This is an optimization exercise on Yosys and OpenROAD, whose aim is small area, a short achievable clock period and few clock cycles per item, not a production implementation. In this exercise RTL edits were held to simulation tests only and were not proved equivalent to the original.

==> tundra <==
Design mc_alu, start of the top module:
module mc_alu #(
    parameter int unsigned WIDTH = 64,
    parameter int unsigned CNT_W = $clog2(WIDTH + 1)
) (
    input  logic             clk,
    input  logic             rst,
    input  logic             in_valid,
    output logic             in_ready,
    input  logic [3:0]       ctl,
    input  logic [WIDTH-1:0] a,
    input  logic [WIDTH-1:0] b,
    output logic             out_valid,
    input  logic             out_ready,
    output logic [WIDTH-1:0] out,
    output logic             zero,
    output logic             carry,
    output logic             dz
);
Settings: LEC_CHECK=0, CAP_MARGIN=20, CORE_MARGIN=2, CORE_UTILIZATION=40, SETUP_SLACK_MARGIN=0.25, SLEW_MARGIN=20; clock period 6.0 ns.
run.sh (not shown) runs the stock make flow with config.mk's settings and CLKGATE_MAP_FILE= SYNTH_SCRIPT=/design/flow/synth_recipe.tcl, a recipe that flattens the netlist after the stock synthesis.
==> fjord: changes against tundra <==
==> flow/design.v (replaced) <==
module mc_alu #(
    parameter int unsigned WIDTH = 64,
    parameter int unsigned CNT_W = $clog2(WIDTH + 1)
) (
    input  logic             clk,
    input  logic             rst,
    input  logic             in_valid,
    output logic             in_ready,
    input  logic [3:0]       ctl,
    input  logic [WIDTH-1:0] a,
    input  logic [WIDTH-1:0] b,
    output logic             out_valid,
    input  logic             out_ready,
    output logic [WIDTH-1:0] out,
    output logic             zero,
    output logic             carry,
    output logic             dz
);
    localparam int DW = 74;    
    function automatic logic [6:0] lzc64(input logic [63:0] v);
        logic [63:0] c1;    
        logic [47:0] c2;    
        logic [31:0] c3;    
        logic [19:0] c4;    
        logic [11:0] c5;    
        logic [31:0] z1;
        logic [15:0] z2;
        logic [7:0]  z3;
        logic [3:0]  z4;
        logic [1:0]  z5;
        for (int i = 0; i < 32; i++) begin
            z1[i] = ~(v[2*i+1] | v[2*i]);
            c1[2*i +: 2] = v[2*i+1] ? 2'd0 : (v[2*i] ? 2'd1 : 2'd2);
        end
        for (int i = 0; i < 16; i++) begin
            z2[i] = z1[2*i+1] & z1[2*i];
            c2[3*i +: 3] = z1[2*i+1] ? {1'b0, c1[2*(2*i) +: 2]} + 3'd2 : {1'b0, c1[2*(2*i+1) +: 2]};
        end
        for (int i = 0; i < 8; i++) begin
            z3[i] = z2[2*i+1] & z2[2*i];
            c3[4*i +: 4] = z2[2*i+1] ? {1'b0, c2[3*(2*i) +: 3]} + 4'd4 : {1'b0, c2[3*(2*i+1) +: 3]};
        end
        for (int i = 0; i < 4; i++) begin
            z4[i] = z3[2*i+1] & z3[2*i];
            c4[5*i +: 5] = z3[2*i+1] ? {1'b0, c3[4*(2*i) +: 4]} + 5'd8 : {1'b0, c3[4*(2*i+1) +: 4]};
        end
        for (int i = 0; i < 2; i++) begin
            z5[i] = z4[2*i+1] & z4[2*i];
            c5[6*i +: 6] = z4[2*i+1] ? {1'b0, c4[5*(2*i) +: 5]} + 6'd16 : {1'b0, c4[5*(2*i+1) +: 5]};
        end
        lzc64 = z5[1] ? {1'b0, c5[5:0]} + 7'd32 : {1'b0, c5[11:6]};
    endfunction
    logic             s2_valid;    
    logic             ov_q;        
    logic             first;       
    logic [6:0]       cnt;
    logic             o_add, o_sub, o_mul, o_div, o_rem, o_log, o_shl, o_shr, o_dz;
    logic             lx, ln, ls, lc;  
    logic [63:0]      X, Y, L, H;
    logic             carry_q, dz_q;
    logic [3:0]  op;
    logic        b_zero, b_big;
    logic [2:0]  nch_a, nch_b;
    logic        mswap;
    logic [63:0] mplier, malign;
    logic [6:0]  lza, lzb, s_div;
    always_comb begin
        op = ctl;
        if (ctl == 4'd0 || ctl > 4'd11) op = 4'd1;
    end
    function automatic logic [2:0] nchunks(input logic [63:0] v);
        if (|v[63:48])      nchunks = 3'd4;
        else if (|v[47:32]) nchunks = 3'd3;
        else if (|v[31:16]) nchunks = 3'd2;
        else                nchunks = 3'd1;
    endfunction
    always_comb begin
        b_zero = (b == '0);
        b_big  = |b[63:6];
        nch_a  = nchunks(a);
        nch_b  = nchunks(b);
        mswap  = (nch_b < nch_a);             
        mplier = mswap ? b : a;
        case (mswap ? nch_b : nch_a)
            3'd1:    malign = {mplier[15:0], 48'd0};
            3'd2:    malign = {mplier[31:0], 32'd0};
            3'd3:    malign = {mplier[47:0], 16'd0};
            default: malign = mplier;
        endcase
        lza   = lzc64(a);
        lzb   = lzc64(b);
        s_div = (lzb >= lza) ? (lzb - lza + 7'd1) : 7'd0;
    end
    logic        L_free, step, last, done, accept;
    logic [3:0]    b_one, b_two, b_neg;       
    logic [3:0]    bn_one, bn_two, bn_neg;    
    logic [DW-1:0] xe, pp0, pp1, pp2, pp3, in1, s1, c1, s2, c2, cs_s, cs_c, T;
    logic [63:0]   msrc, Y_d;
    logic [64:0]   rsh;
    logic          ge, ovf;
    logic [63:0]   H_next;
    function automatic logic [DW-1:0] booth_pp(input logic one, input logic two, input logic neg,
                                               input logic [DW-1:0] x);
        booth_pp = (({DW{one}} & x) | ({DW{two}} & {x[DW-2:0], 1'b0})) ^ {DW{neg}};
    endfunction
    always_comb begin
        xe  = {{(DW-64){1'b0}}, X};
        pp0 = booth_pp(b_one[0], b_two[0], b_neg[0], xe);
        pp1 = booth_pp(b_one[1], b_two[1], b_neg[1], xe);
        pp2 = booth_pp(b_one[2], b_two[2], b_neg[2], xe);
        pp3 = booth_pp(b_one[3], b_two[3], b_neg[3], xe);
        pp1 = {pp1[DW-3:0], 2'b00};
        pp2 = {pp2[DW-5:0], 4'b0000};
        pp3 = {pp3[DW-7:0], 6'b000000};
        msrc = first ? (X & {64{Y[63]}}) : L;
        rsh  = {H, L[63]};
        if (o_mul)      in1 = {2'b00, msrc, 1'b0, b_neg[3], 1'b0, b_neg[2], 1'b0, b_neg[1], 2'b00};
        else if (o_div) in1 = {9'd0, rsh};
        else            in1 = {10'd0, Y};
        s1   = pp3 ^ pp2 ^ pp1;
        c1   = {((pp3 & pp2) | (pp3 & pp1) | (pp2 & pp1)), 1'b0};
        s2   = s1 ^ c1 ^ pp0;
        c2   = {((s1 & c1) | (s1 & pp0) | (c1 & pp0)), 1'b0};
        cs_s = s2 ^ c2 ^ in1;
        cs_c = {((s2 & c2) | (s2 & in1) | (c2 & in1)), b_neg[0]};
        T    = cs_s + cs_c;
        ge     = ~T[DW-1];
        ovf    = |T[DW-1:64];
        H_next = ge ? T[63:0] : rsh[63:0];
    end
    logic [6:0]  m_amt, t_amt;
    logic [5:0]  r_amt;
    logic [63:0] rot, msk, rot_lo, rot_hi, lres, res1, lmaj;
    always_comb begin
        m_amt = o_div ? cnt : {1'b0, X[5:0]};
        r_amt = o_shl ? (6'd0 - X[5:0]) : m_amt[5:0];
        t_amt = o_shl ? {1'b0, X[5:0]} : (7'd64 - m_amt);
        rot   = Y;
        for (int k = 0; k < 6; k++)
            if (r_amt[k]) rot = (rot >> (1 << k)) | (rot << (64 - (1 << k)));
        for (int i = 0; i < 64; i++) msk[i] = (7'(i) < t_amt);
        rot_lo = rot & msk;
        rot_hi = rot & ~msk;
        lmaj = in1[63:0] & pp0[63:0];
        lres = ({64{ls}} & cs_s[63:0]) | ({64{lc}} & lmaj);
        if (o_add)      res1 = T[63:0];
        else if (o_shl) res1 = rot_hi;
        else if (o_shr) res1 = rot_lo;
        else            res1 = lres;
    end
    always_comb begin
        if (o_mul)      last = (cnt == 7'd1);
        else if (o_div) last = first ? (cnt == 7'd0) : (cnt == 7'd1);
        else            last = 1'b1;
        L_free   = ~ov_q | out_ready;
        step     = s2_valid & L_free;
        done     = step & last;
        in_ready = ~s2_valid | done;
        accept   = in_valid & in_ready;
    end
    always_ff @(posedge clk or posedge rst) begin
        if (rst) begin
            s2_valid <= 1'b0;
            ov_q     <= 1'b0;
        end else begin
            s2_valid <= accept | (s2_valid & ~done);
            ov_q     <= done | (ov_q & ~out_ready);
        end
    end
    always_ff @(posedge clk) begin
        if (accept) begin
            o_add <= (op == 4'd1) || (op == 4'd2);
            o_sub <= (op == 4'd2);
            o_mul <= (op == 4'd3);
            o_div <= (op == 4'd6 || op == 4'd11) && !b_zero;
            o_rem <= (op == 4'd11);
            o_shl <= (op == 4'd4) && !b_big;
            o_shr <= (op == 4'd5) && !b_big;
            o_dz  <= (op == 4'd6 || op == 4'd11) && b_zero;
            o_log <= !((op == 4'd1) || (op == 4'd2) || (op == 4'd3) || ((op == 4'd6 || op == 4'd11) && !b_zero) ||
                       ((op == 4'd4 || op == 4'd5) && !b_big));
            case (op)
                4'd6:    {lx, ln, ls, lc} <= 4'b0111;    
                4'd7:    {lx, ln, ls, lc} <= 4'b0110;    
                4'd8:    {lx, ln, ls, lc} <= 4'b1001;    
                4'd9:    {lx, ln, ls, lc} <= 4'b1011;    
                4'd10:   {lx, ln, ls, lc} <= 4'b1010;    
                4'd11:   {lx, ln, ls, lc} <= 4'b0010;    
                default: {lx, ln, ls, lc} <= 4'b0000;    
            endcase
            first <= 1'b1;
            if (op == 4'd3) begin
                X   <= mswap ? a : b;
                cnt <= {3'b000, (mswap ? nch_b : nch_a), 1'b0};
            end else begin
                X   <= b;
                cnt <= s_div;
            end
        end else if (step) begin
            first <= 1'b0;
            if (o_mul) begin
                cnt <= cnt - 7'd1;
            end else if (o_div && !first) begin
                cnt <= cnt - 7'd1;
            end
        end
    end
    logic n_mul, n_sub;
    always_comb begin
        if (accept)                Y_d = (op == 4'd3) ? malign : a;
        else if (step && o_mul)    Y_d = {Y[55:0], 8'd0};
        else                       Y_d = Y;
        n_mul = accept ? (op == 4'd3) : o_mul;
        for (int j = 0; j < 4; j++) begin
            bn_one[j] = Y_d[56+2*j] ^ Y_d[55+2*j];
            bn_two[j] = (Y_d[57+2*j] & ~Y_d[56+2*j] & ~Y_d[55+2*j]) |
                        (~Y_d[57+2*j] & Y_d[56+2*j] & Y_d[55+2*j]);
            bn_neg[j] = Y_d[57+2*j] & ~(Y_d[56+2*j] & Y_d[55+2*j]);
        end
        if (!n_mul) begin
            bn_one = '0; bn_two = '0; bn_neg = '0;
            if (accept) begin
                bn_one[0] = (op == 4'd1) || (op == 4'd2) || (op == 4'd6 && !b_zero) ||
                            (op == 4'd11 && !b_zero) || (op == 4'd8) || (op == 4'd9) || (op == 4'd10);
                bn_neg[0] = (op == 4'd2) || (op == 4'd6) || (op == 4'd11 && !b_zero) || (op == 4'd7);
            end else begin
                bn_one[0] = b_one[0];
                bn_neg[0] = b_neg[0];
            end
        end
    end
    always_ff @(posedge clk) begin
        Y     <= Y_d;
        b_one <= bn_one;
        b_two <= bn_two;
        b_neg <= bn_neg;
    end
    always_ff @(posedge clk) begin
        if (step) begin
            if (o_mul) begin
                L       <= T[63:0];
                carry_q <= (carry_q & ~first) | ovf;
                dz_q    <= 1'b0;
            end else if (o_div) begin
                carry_q <= 1'b0;
                dz_q    <= 1'b0;
                if (first) begin
                    L <= (o_rem && cnt == 7'd0) ? rot_lo : rot_hi;
                end else begin
                    L <= (o_rem && cnt == 7'd1) ? H_next : {L[62:0], ge};
                end
            end else begin
                L       <= res1;
                carry_q <= o_add & T[64];
                dz_q    <= o_dz;
            end
        end
    end
    always_ff @(posedge clk) H <= (o_div & first) ? rot_lo : H_next;
    assign out_valid = ov_q;
    assign out       = L;
    assign zero      = (L == '0);
    assign carry     = carry_q;
    assign dz        = dz_q;
endmodule
SETUP_SLACK_MARGIN = unset   (was 0.25)
==> summary of the runs <==
- tundra finished with setup timing left. fjord finished with setup timing left.
- Clock-buffer cell count: fjord is higher than tundra (1).
- Between fjord and tundra, the lower maximum frequency is in tundra (gap 1.2%, measured against tundra).
- Sequential share of layout area: tundra is lower than fjord (0.53 points).
- Critical path depth is the same in tundra and fjord.
- Between tundra and fjord, the lower area after synthesis is in fjord (gap about 24%, measured against fjord).
- Between tundra and fjord, the lower wire length is in fjord (gap about 32%, measured against fjord).
- Of tundra and fjord, tundra has the higher global-route usage (gap 4.1 points).
- Against fjord, the register-to-register slack of tundra is lower by 0.07 ns.
Testbench counts of tundra, summed over its fixed seeds: cycles 9,971, items 3,200.
Testbench counts of fjord, summed over its fixed seeds: cycles 13,465, items 3,200.

[what the ideal ports hide]
The flow's constraints put no driver on any port. The routed layouts listed below were extracted and timed again, unchanged, in two steps.
Step 1 sets driving cells, clkbuf_16 on the clock port and buf_2 on the other inputs (assumed; they add their load-dependent delay and slew).
Step 2 also shifts input and output timing later by t, the mid clock arrival at the registers, as if the neighbouring blocks saw the same clock.
a / b / c = no drivers / after step 1 / after step 2; a / b = the first two.
run	shift t [ns]	setup slack, ns	hold slack, ns	worst setup path at the end
tundra	0.742	-0.289 / -0.289 / -0.347	0.529 / 0.529 / 0.529	input to register
fjord	0.703	-0.215 / -0.215 / -0.766	0.519 / 0.519 / 0.519	input to register
For fjord, which loses most, drivers alone change the setup slack by 0.000 ns; drivers and shift together by -0.551 ns.
